This is an optimization exercise on Yosys and OpenROAD, whose aim is small area, a short achievable clock period and few clock cycles, not a production implementation. No activity file was given, so power comes from the tool's default toggle rates.

== rev 12 ==
// servo_pwm_channel_generator
module servo_pwm_channel_generator
(
    input  logic                             clk,
    input  logic                             rst_n,
    input  logic                             req_valid,
    output logic                             req_ready,
    input  logic [spg_pkg::ACTION_W-1:0]     req_action,
    input  logic [spg_pkg::CH_W-1:0]         req_channel,
    input  logic [spg_pkg::PULSE_W-1:0]      req_pulse_us,
    output logic                             rsp_valid,
    input  logic                             rsp_ready,
    output logic [spg_pkg::FREQ_W-1:0]       rsp_readback_us,
    output logic [spg_pkg::FREQ_W-1:0]       rsp_group_freq_hz,
    output logic [spg_pkg::PIN_W-1:0]        rsp_pin_levels,
    output logic                             rsp_channel_valid,
    input  logic                             cfg_valid,
    output logic                             cfg_ready,
    input  logic [spg_pkg::REG_IDX_W-1:0]    cfg_index,
    input  logic [spg_pkg::CFG_DATA_W-1:0]   cfg_data
);
    logic [spg_pkg::CLAMP_W-1:0]                          min_pulse;
    logic [spg_pkg::CLAMP_W-1:0]                          max_pulse;
    logic [spg_pkg::PIN_W-1:0]                            pin_enable;
    logic [spg_pkg::GROUP_COUNT-1:0][spg_pkg::TOP_W-1:0]  top;
    logic [spg_pkg::GROUP_COUNT-1:0][spg_pkg::FREQ_W-1:0] freq_rb;
    logic                                                 cfg_idle;
    logic                                                 top_busy;
    logic                                                 freq_done;
    logic                                                 freq_pending;
    logic                                                 tick_safe;
    logic [1:0]                                           busy_grp;
    logic                                                 item_free;
    logic                                                 req_ok;
    logic                                                 cfg_ok;
    logic                                                 item_first_reg;
    logic                                                 accept;
    logic                                                 cfg_fire;
    logic                                                 cfg_plain;
    spg_config u_config
    (
  ...
make LEC_CHECK=0 CAP_MARGIN=20 CORE_MARGIN=2 CORE_UTILIZATION=50 CTS_BUF_LIST='sky130_fd_sc_hd__clkbuf_4 sky130_fd_sc_hd__clkbuf_8' PLACE_DENSITY=0.65 SETUP_SLACK_MARGIN=3.7 SLEW_MARGIN=20 TNS_END_PERCENT=20 finish   # period 7.0 ns
run.sh (not shown) runs the stock make flow with config.mk's settings and CLKGATE_MAP_FILE= SYNTH_SCRIPT=/design/flow/synth_recipe.tcl, a recipe that flattens the netlist after the stock synthesis.
Input changes introduced in rev 13 (baseline for comparison: rev 12):
--- a/flow/design.v
+++ b/flow/design.v
@@ -263,13 +263,30 @@
     logic [spg_pkg::GROUP_COUNT-1:0]                      freq_we;
     logic [spg_pkg::TOP_W-1:0]                            cfg_wd;
     logic [spg_pkg::GROUP_COUNT-1:0][spg_pkg::TOP_W-1:0]  top_wd;
     logic [spg_pkg::FREQ_W-1:0]                           freq_wd;
     assign top_done  = top_busy_reg && last_step;
     assign freq_last = freq_busy_reg && !prep_reg && last_step;
-    assign top_bound = {spg_pkg::TOP_W{1'b1}} >> (32'(zeros) + 1);
+    always_comb
+    begin
+        for (int j = 0; j < spg_pkg::TOP_W; j++)
+        begin
+            if (j >= spg_pkg::TOP_W - 1)
+            begin
+                top_bound[j] = 1'b0;
+            end
+            else if (spg_pkg::TOP_W - 1 - j > spg_pkg::MAX_ZEROS)
+            begin
+                top_bound[j] = 1'b1;
+            end
+            else
+            begin
+                top_bound[j] = (32'(cfg_top) <= (spg_pkg::TICKS_PER_SECOND >> (j + 1)));
+            end
+        end
+    end
     assign top_src   = top_busy_reg ? top_val
                      : ((cfg_index == spg_pkg::REG_TOP_C) ? cfg_data : top_bound);
     always_comb
     begin
         min_we    = !rst_n || (cfg_fire && (cfg_index == spg_pkg::REG_MIN_PULSE));
         max_we    = !rst_n || (cfg_fire && (cfg_index == spg_pkg::REG_MAX_PULSE));
@@ -622,14 +639,14 @@
         .rsp_group_freq_hz (rsp_group_freq_hz),
         .rsp_pin_levels    (rsp_pin_levels),
         .rsp_channel_valid (rsp_channel_valid)
     );
     assign req_ok    = item_free && (!top_busy || tick_safe);
     assign cfg_ok    = item_free && (cfg_idle || cfg_plain);
-    assign req_ready = req_ok && !(cfg_valid && cfg_ok && !item_first_reg);
-    assign cfg_ready = cfg_ok && !(req_valid && req_ok && item_first_reg);
+    assign req_ready = req_ok && !(cfg_valid && !item_first_reg);
+    assign cfg_ready = cfg_ok && !(req_valid && item_first_reg);
     assign accept    = req_valid && req_ready;
     assign cfg_fire  = cfg_valid && cfg_ready;
     always_ff @(posedge clk or negedge rst_n)
     begin
         if (!rst_n)
         begin
Notes after the runs:
Depth of the worst register-to-register path: lower on rev 12
[compare] base=rev 12 new=rev 13: final critical-path share of the clock period increased 1.5 points, internal power decreased 0.48%, global-route track usage on met2 increased 4.5 points, effective utilization at floorplan essentially unchanged, total wire length increased about 2.8%.
Cmp rev 13 vs rev 12: total of fill cells in the finished design higher in rev 13
Comparing rev 12 and rev 13, the higher shortest period the worst path allows is on rev 13.
No run of this note included a check of the RTL's function; only the layout flow was run.

[port drivers added, routing unchanged]
No port has a modelled driver above. Below, the same layouts with a new extraction and two added sets of constraints. Step 1, drivers: a clkbuf_16 drives clk and a buf_2 each remaining input, both assumed. Step 2, shift: input delay + t, output delay - t, t = (earliest + latest rising clock arrival at the registers) / 2. This alone moves slack from input paths to output paths. Three values: ideal ports, drivers, drivers and shift; two values: the first two.
| run | shift t [ns] | setup WS [ns] | latest minus earliest clock arrival (ns) |
|---|---|---|---|
| rev 12 | 0.734 | 3.426 / 3.382 / 2.747 | 0.031 / 0.031 |
| rev 13 | 0.736 | 3.324 / 3.322 / 2.586 | 0.035 / 0.035 |
After both steps every run listed still meets setup and hold. The setup slack of rev 13, which loses most, moves by -0.002 ns with the drivers and by -0.738 ns with both steps.
